Background: an optimization exercise with open tools, aiming at small area, a short achievable clock period and few clock cycles. Do not read the settings as production practice.
RTL that was checked went through simulation tests only; none was proved equivalent to the original.

## alpha
==> flow/design.v <==
package phi_copy_sequencer_pkg;
    localparam int unsigned DEF_ID_W = 16;
    localparam logic [DEF_ID_W-1:0] DEF_TEMP_ID = 16'hFFFF;
endpackage
module copy_ready_picker #(
    parameter int unsigned N = 8
) (
    input  logic [N-1:0]        req,
    input  logic [N-1:0][N-1:0] older,
    output logic [N-1:0]        gnt,
    output logic                any
);
    always_comb begin
        for (int s = 0; s < int'(N); s++)
            gnt[s] = req[s] && !(|(req & older[s]));
        any = |req;
    end
endmodule
module phi_copy_sequencer
#(
    parameter int unsigned     ID_W       = phi_copy_sequencer_pkg::DEF_ID_W,
    parameter int unsigned     MAX_COPIES = 8,
    parameter logic [ID_W-1:0] TEMP_ID    = ID_W'(phi_copy_sequencer_pkg::DEF_TEMP_ID)
) (
    input  logic            clk,
    input  logic            rst,
    input  logic            in_valid,
    output logic            in_ready,
    input  logic [ID_W-1:0] in_dest,
    input  logic [ID_W-1:0] in_src,
    input  logic            in_last,
    output logic            out_valid,
    input  logic            out_ready,
    output logic [ID_W-1:0] out_dest,
    output logic [ID_W-1:0] out_src,
    output logic            out_last,
    output logic            out_nop,
    output logic            err_overflow,
    output logic            err_dup
);
    localparam int unsigned S    = MAX_COPIES;           
    localparam int unsigned TW   = 2;                    
    localparam int unsigned NCTX = 1 << TW;
    localparam int unsigned CW   = $clog2(MAX_COPIES + 1);
    logic            r_v, r_last;
    logic [TW-1:0]   r_tag;
    logic [ID_W-1:0] r_dest, r_src;
    logic [S-1:0]    r_slot;
    logic [S-1:0]    alloc;       
    logic [S-1:0]    r_dd;        
    logic            r_dd_fw;     
    logic [S-1:0]    r_fw;        
    logic            r_self;      
    logic            in_blk;      
    logic [S-1:0]                 v;         
    logic [S-1:0]                 em;        
    logic [S-1:0]                 tmp;       
    logic [S-1:0][TW-1:0]         tg;        
    logic [S-1:0][ID_W-1:0]       dest, src;
    logic [S-1:0][S-1:0]          rd;        
    logic [S-1:0][S-1:0]          yng;       
    logic [S-1:0]                 busy;      
    logic [TW-1:0]                in_tag;    
    logic [TW-1:0]                e_tag;     
    logic [TW-1:0]                e_nx;      
    logic [NCTX-1:0]              done;      
    logic [S-1:0]                 ccnt;      
    logic [NCTX-1:0]              f_ovf, f_dup;
    logic            p_v, p_save, p_last, p_nop, p_ovf, p_dup;
    logic [S-1:0]    p_sel;
    logic [S-1:0] p_hold, freev, free_nxt, alloc_nxt;
    logic         acc, rel;
    assign in_ready  = !in_blk;
    assign acc       = in_valid && in_ready;
    assign rel       = adv_o && p_v && !p_save && !p_nop;
    assign p_hold    = (p_v && !p_save && !p_nop) ? p_sel : '0;
    assign freev     = ~v & ~(r_v ? r_slot : '0) & ~p_hold;
    assign free_nxt  = (freev & ~(acc ? alloc : '0)) | (rel ? p_hold : '0) | ((r_v && !ins) ? r_slot : '0);
    assign alloc_nxt = free_nxt & (~free_nxt + S'(1));
    logic [S-1:0] same_c, eq_dd, eq_sd, eq_ds, dupm;
    logic         self_cp, dup_hit, full, ins, dupw, ovf_set;
    always_comb begin
        for (int s = 0; s < int'(S); s++) begin
            same_c[s] = v[s] && (tg[s] == r_tag);
            eq_dd[s]  = r_fw[s] ? r_dd_fw : r_dd[s];
            eq_sd[s]  = (src[s]  == r_dest);
            eq_ds[s]  = (dest[s] == r_src);
        end
        dupm    = same_c & eq_dd;
        dup_hit = |dupm;
        self_cp = r_self;
        full    = ccnt[MAX_COPIES-1];
        ins     = r_v && !self_cp && !dup_hit && !full;
        dupw    = r_v && !self_cp && dup_hit;
        ovf_set = r_v && !self_cp && !dup_hit && full;
    end
    logic [S-1:0]        blocked, ready, sel_r, sel_v, em_nxt, tg_nx;
    logic [S-1:0][S-1:0] older;
    logic                any_r, any_v, act, is_nop, is_last, adv_o, adv_e;
    logic                fire, mv, sav, fin;
    always_comb begin
        for (int s = 0; s < int'(S); s++) begin
            blocked[s] = !(p_v && p_save && p_sel[s]) && |(rd[s] & em & ~(S'(1) << s));
            for (int r = 0; r < int'(S); r++)
                older[s][r] = (r < s) ? yng[r][s] : (r > s) ? !yng[s][r] : 1'b0;
        end
        ready = em & ~blocked;
    end
    copy_ready_picker #(.N(S)) u_pick_r (.req(ready), .older(older), .gnt(sel_r), .any(any_r));
    copy_ready_picker #(.N(S)) u_pick_v (.req(em),    .older(older), .gnt(sel_v), .any(any_v));
    assign act     = done[e_tag];
    logic em_two, em_pre;
    always_comb begin
        em_two = 1'b0;
        em_pre = em[0];
        for (int s = 1; s < int'(S); s++) begin
            em_two |= em[s] && em_pre;
            em_pre |= em[s];
        end
    end
    assign is_nop  = !(|em);
    assign is_last = !em_two;
    assign adv_o   = !out_valid || out_ready;
    assign adv_e   = !p_v || adv_o;
    assign fire    = act && adv_e;
    assign mv      = fire && !is_nop && any_r;
    assign sav     = fire && !is_nop && !any_r;
    assign fin     = fire && (is_nop || (any_r && is_last));
    always_comb begin
        for (int s = 0; s < int'(S); s++) begin
            tg_nx[s]  = (tg[s] == e_nx);
            em_nxt[s] = fin ? ((v[s] && tg_nx[s]) || (ins && r_slot[s] && r_tag == e_nx))
                            : ((em[s] && !(fire && sel_r[s])) || (ins && r_slot[s] && r_tag == e_tag));
        end
    end
    logic [TW-1:0]   in_tag_nxt;
    logic [NCTX-1:0] done_nxt;
    logic [S-1:0]    busy_nxt;
    logic            room;
    assign in_tag_nxt = (acc && in_last) ? in_tag + TW'(1) : in_tag;
    always_comb begin
        for (int k = 0; k < int'(NCTX); k++)
            done_nxt[k] = (done[k] || (r_v && r_last && r_tag == TW'(k))) && !(fin && e_tag == TW'(k));
        if (ins && !rel)      busy_nxt = {busy[S-2:0], 1'b1};
        else if (rel && !ins) busy_nxt = {1'b0, busy[S-1:1]};
        else                  busy_nxt = busy;
        case ({ins, acc, rel})
            3'b110:                room = !busy[S-3];
            3'b100, 3'b010, 3'b111: room = !busy[S-2];
            3'b000, 3'b101, 3'b011: room = !busy[S-1];
            default:               room = 1'b1;
        endcase
    end
    always_ff @(posedge clk) begin
        for (int s = 0; s < int'(S); s++) r_dd[s] <= (dest[s] == in_dest);
        r_dd_fw <= (r_dest == in_dest);
        r_fw    <= r_slot;
        r_self  <= (in_dest == in_src);
        r_dest <= in_dest;
        r_src  <= in_src;
        r_last <= in_last;
        r_tag  <= in_tag;
        r_slot <= alloc;
    end
    always_ff @(posedge clk or posedge rst) begin
        if (rst) alloc <= S'(1);
        else     alloc <= alloc_nxt;
    end
    always_ff @(posedge clk or posedge rst) begin
        if (rst) begin
            r_v      <= 1'b0;
            in_tag   <= '0;
            in_blk   <= 1'b0;
            busy     <= '0;
        end else begin
            r_v      <= acc;
            in_tag   <= in_tag_nxt;
            busy     <= busy_nxt;
            in_blk   <= done[in_tag_nxt] ||
                        !(room || (ccnt[MAX_COPIES-1] && !(r_v && r_last) && !(acc && in_last)));
        end
    end
    function automatic logic [S-1:0] rd_col(input int j);
        for (int i = 0; i < int'(S); i++) rd_col[i] = (i != j) && rd[i][j];
    endfunction
    always_ff @(posedge clk or posedge rst) begin
        if (rst) begin
            v  <= '0;
            em <= '0;
        end else begin
            v  <= (v & ~(fire ? sel_r : '0)) | (ins ? r_slot : '0);
            em <= em_nxt;
        end
    end
    always_ff @(posedge clk) begin
        for (int s = 0; s < int'(S); s++) begin
            if (r_slot[s]) begin
                tg[s]   <= r_tag;
                dest[s] <= r_dest;
                tmp[s]  <= 1'b0;
            end else if (sav) begin
                if (|(sel_v & rd_col(s)) && v[s]) tmp[s] <= 1'b1;
            end
            if (r_slot[s] || (dupw && dupm[s])) src[s] <= r_src;
            for (int j = 0; j < int'(S); j++) begin
                if (j != s) begin
                    if (r_slot[j] || (dupw && dupm[j])) rd[s][j] <= eq_ds[s] && same_c[s];
                    else if (r_slot[s])                 rd[s][j] <= eq_sd[j] && same_c[j];
                    if (j > s) begin
                        if (r_slot[j])      yng[s][j] <= 1'b1;
                        else if (r_slot[s]) yng[s][j] <= 1'b0;
                    end
                end
            end
        end
    end
    always_ff @(posedge clk or posedge rst) begin
        if (rst) begin
            done  <= '0;
            ccnt  <= '0;
            f_ovf <= '0;
            f_dup <= '0;
            e_tag <= '0;
            e_nx  <= TW'(1);
        end else begin
            done <= done_nxt;
            for (int k = 0; k < int'(NCTX); k++) begin
                if (fin && e_tag == TW'(k)) begin
                    f_ovf[k] <= 1'b0;
                    f_dup[k] <= 1'b0;
                end else begin
                    if (ovf_set && r_tag == TW'(k)) f_ovf[k] <= 1'b1;
                    if (dupw    && r_tag == TW'(k)) f_dup[k] <= 1'b1;
                end
            end
            if (fin) begin
                e_tag <= e_nx;
                e_nx  <= e_nx + TW'(1);
            end
            if (r_v && r_last) ccnt <= '0;
            else if (ins)      ccnt <= {ccnt[S-2:0], 1'b1};
        end
    end
    always_ff @(posedge clk or posedge rst) begin
        if (rst) p_v <= 1'b0;
        else if (adv_e) p_v <= act;
    end
    always_ff @(posedge clk) begin
        if (adv_e) begin
            p_sel  <= is_nop ? '0 : (any_r ? sel_r : sel_v);
            p_save <= !is_nop && !any_r;
            p_last <= is_nop || (any_r && is_last);
            p_nop  <= is_nop;
            p_ovf  <= f_ovf[e_tag];
            p_dup  <= f_dup[e_tag];
        end
    end
    logic [ID_W-1:0] d_mux, s_mux;
    logic            t_mux;
    always_comb begin
        d_mux = '0;
        s_mux = '0;
        t_mux = 1'b0;
        for (int s = 0; s < int'(S); s++) begin
            d_mux |= p_sel[s] ? dest[s] : '0;
            s_mux |= p_sel[s] ? src[s]  : '0;
            t_mux |= p_sel[s] & tmp[s];
        end
    end
    always_ff @(posedge clk or posedge rst) begin
        if (rst) out_valid <= 1'b0;
        else if (adv_o) out_valid <= p_v;
    end
    always_ff @(posedge clk) begin
        if (adv_o) begin
            out_dest     <= p_save ? TEMP_ID : d_mux;
            out_src      <= p_save ? d_mux : (t_mux ? TEMP_ID : s_mux);
            out_last     <= p_last;
            out_nop      <= p_nop;
            err_overflow <= p_ovf;
            err_dup      <= p_dup;
        end
    end
endmodule
==> flow/config.mk <==
export PLATFORM = sky130hd
export DESIGN_NAME = phi_copy_sequencer
export DESIGN_NICKNAME = phi_copy_sequencer
export VERILOG_FILES = /design/flow/design.v
export SDC_FILE = /design/flow/constraint.sdc
export NUM_CORES = 4
export LEC_CHECK = 0
export CAP_MARGIN = 20
export CORE_MARGIN = 2
export CORE_UTILIZATION = 30
export CTS_CLUSTER_DIAMETER = 100
export CTS_CLUSTER_SIZE = 24
export SETUP_SLACK_MARGIN = 4.7
export SLEW_MARGIN = 20
export TNS_END_PERCENT = 5
==> flow/constraint.sdc <==
create_clock -name core_clock -period 7.0 [get_ports {clk}]
set_input_delay 1.4000 -clock core_clock [delete_from_list [all_inputs] [get_ports {clk}]]
set_output_delay 1.4000 -clock core_clock [all_outputs]
set_load 0.01 [all_outputs]
standard.sh (not shown) runs the stock make flow with config.mk's settings and CLKGATE_MAP_FILE= SYNTH_SCRIPT=/design/flow/synth_recipe.tcl, a recipe that flattens the netlist after the stock synthesis.
==> flow/flow/run.sh <==
#!/bin/bash
# The standard layout, with faster port buffers (buf_4 instead of the
# default delay-buffer pick) and gate sizing not tied to the cell footprint.
# make's full output goes to standard.log; ORFS keeps each step's log under orfs/logs.
set -o pipefail
bash standard.sh MATCH_CELL_FOOTPRINT=0 "BUFFER_PORTS_ARGS=-buffer_cell sky130_fd_sc_hd__buf_4" finish > standard.log 2>&1
alpha went all the way through synthesis, placement and routing and the layout is clean on timing, DRC and antenna.
The following lists how beta was set up differently from alpha:
--- a/flow/design.v
+++ b/flow/design.v
@@ -55,4 +55,5 @@
     logic [S-1:0]                 v;         
     logic [S-1:0]                 em;        
+    logic [S-1:0]                 sv;        
     logic [S-1:0]                 tmp;       
     logic [S-1:0][TW-1:0]         tg;        
@@ -101,5 +102,5 @@
     always_comb begin
         for (int s = 0; s < int'(S); s++) begin
-            blocked[s] = !(p_v && p_save && p_sel[s]) && |(rd[s] & em & ~(S'(1) << s));
+            blocked[s] = !sv[s] && |(rd[s] & em & ~(S'(1) << s));
             for (int r = 0; r < int'(S); r++)
                 older[s][r] = (r < s) ? yng[r][s] : (r > s) ? !yng[s][r] : 1'b0;
@@ -198,6 +199,8 @@
                 tg[s]   <= r_tag;
                 dest[s] <= r_dest;
+                sv[s]   <= 1'b0;
                 tmp[s]  <= 1'b0;
             end else if (sav) begin
+                if (sel_v[s]) sv[s] <= 1'b1;
                 if (|(sel_v & rd_col(s)) && v[s]) tmp[s] <= 1'b1;
             end
### Flow results
~same register clock-pin slew on the reported worst setup and hold paths in alpha and beta
beta vs alpha: share of the cycle needed by the critical path after routing down
Between alpha and beta, the summed instance area of the synthesized netlist figures differ only marginally.
First-pass GRT wire length was lower in the run labelled alpha.
Summary of beta over alpha: share of the yosys chip area belonging to registers up 0.60 points, number of antenna violations at the first check in global routing fell by 1.
Testbench counts of beta, summed over its fixed seeds: cycles 39,532.
Only the layout flow was run in alpha; the RTL was not checked for function there.

[static timing again, ports no longer ideal]
How much do the figures lean on ideal ports? The routed layouts below were timed once more, with nothing changed but the port constraints.
Step 1 sets driving cells, clkbuf_16 on the clock port and buf_2 on the other inputs (assumed; they add their load-dependent delay and slew).
Step 2, shift: input delay + t, output delay - t, t = (earliest + latest rising clock arrival at the registers) / 2. This alone moves slack from input paths to output paths.
Slacks: ideal / step 1 / step 2; pairs: ideal / step 1.
run | t (ns) | setup slack, ns | hold WS [ns] | worst setup path at the end
alpha | 0.699 | 4.277 / 4.277 / 3.640 | 0.394 / 0.394 / 0.394 | input to register
beta | 0.694 | 4.297 / 4.260 / 3.799 | 0.385 / 0.385 / 0.385 | input to register
After both steps every run listed still meets setup and hold. For alpha, which loses most, drivers alone change the setup slack by 0.000 ns; drivers and shift together by -0.637 ns.
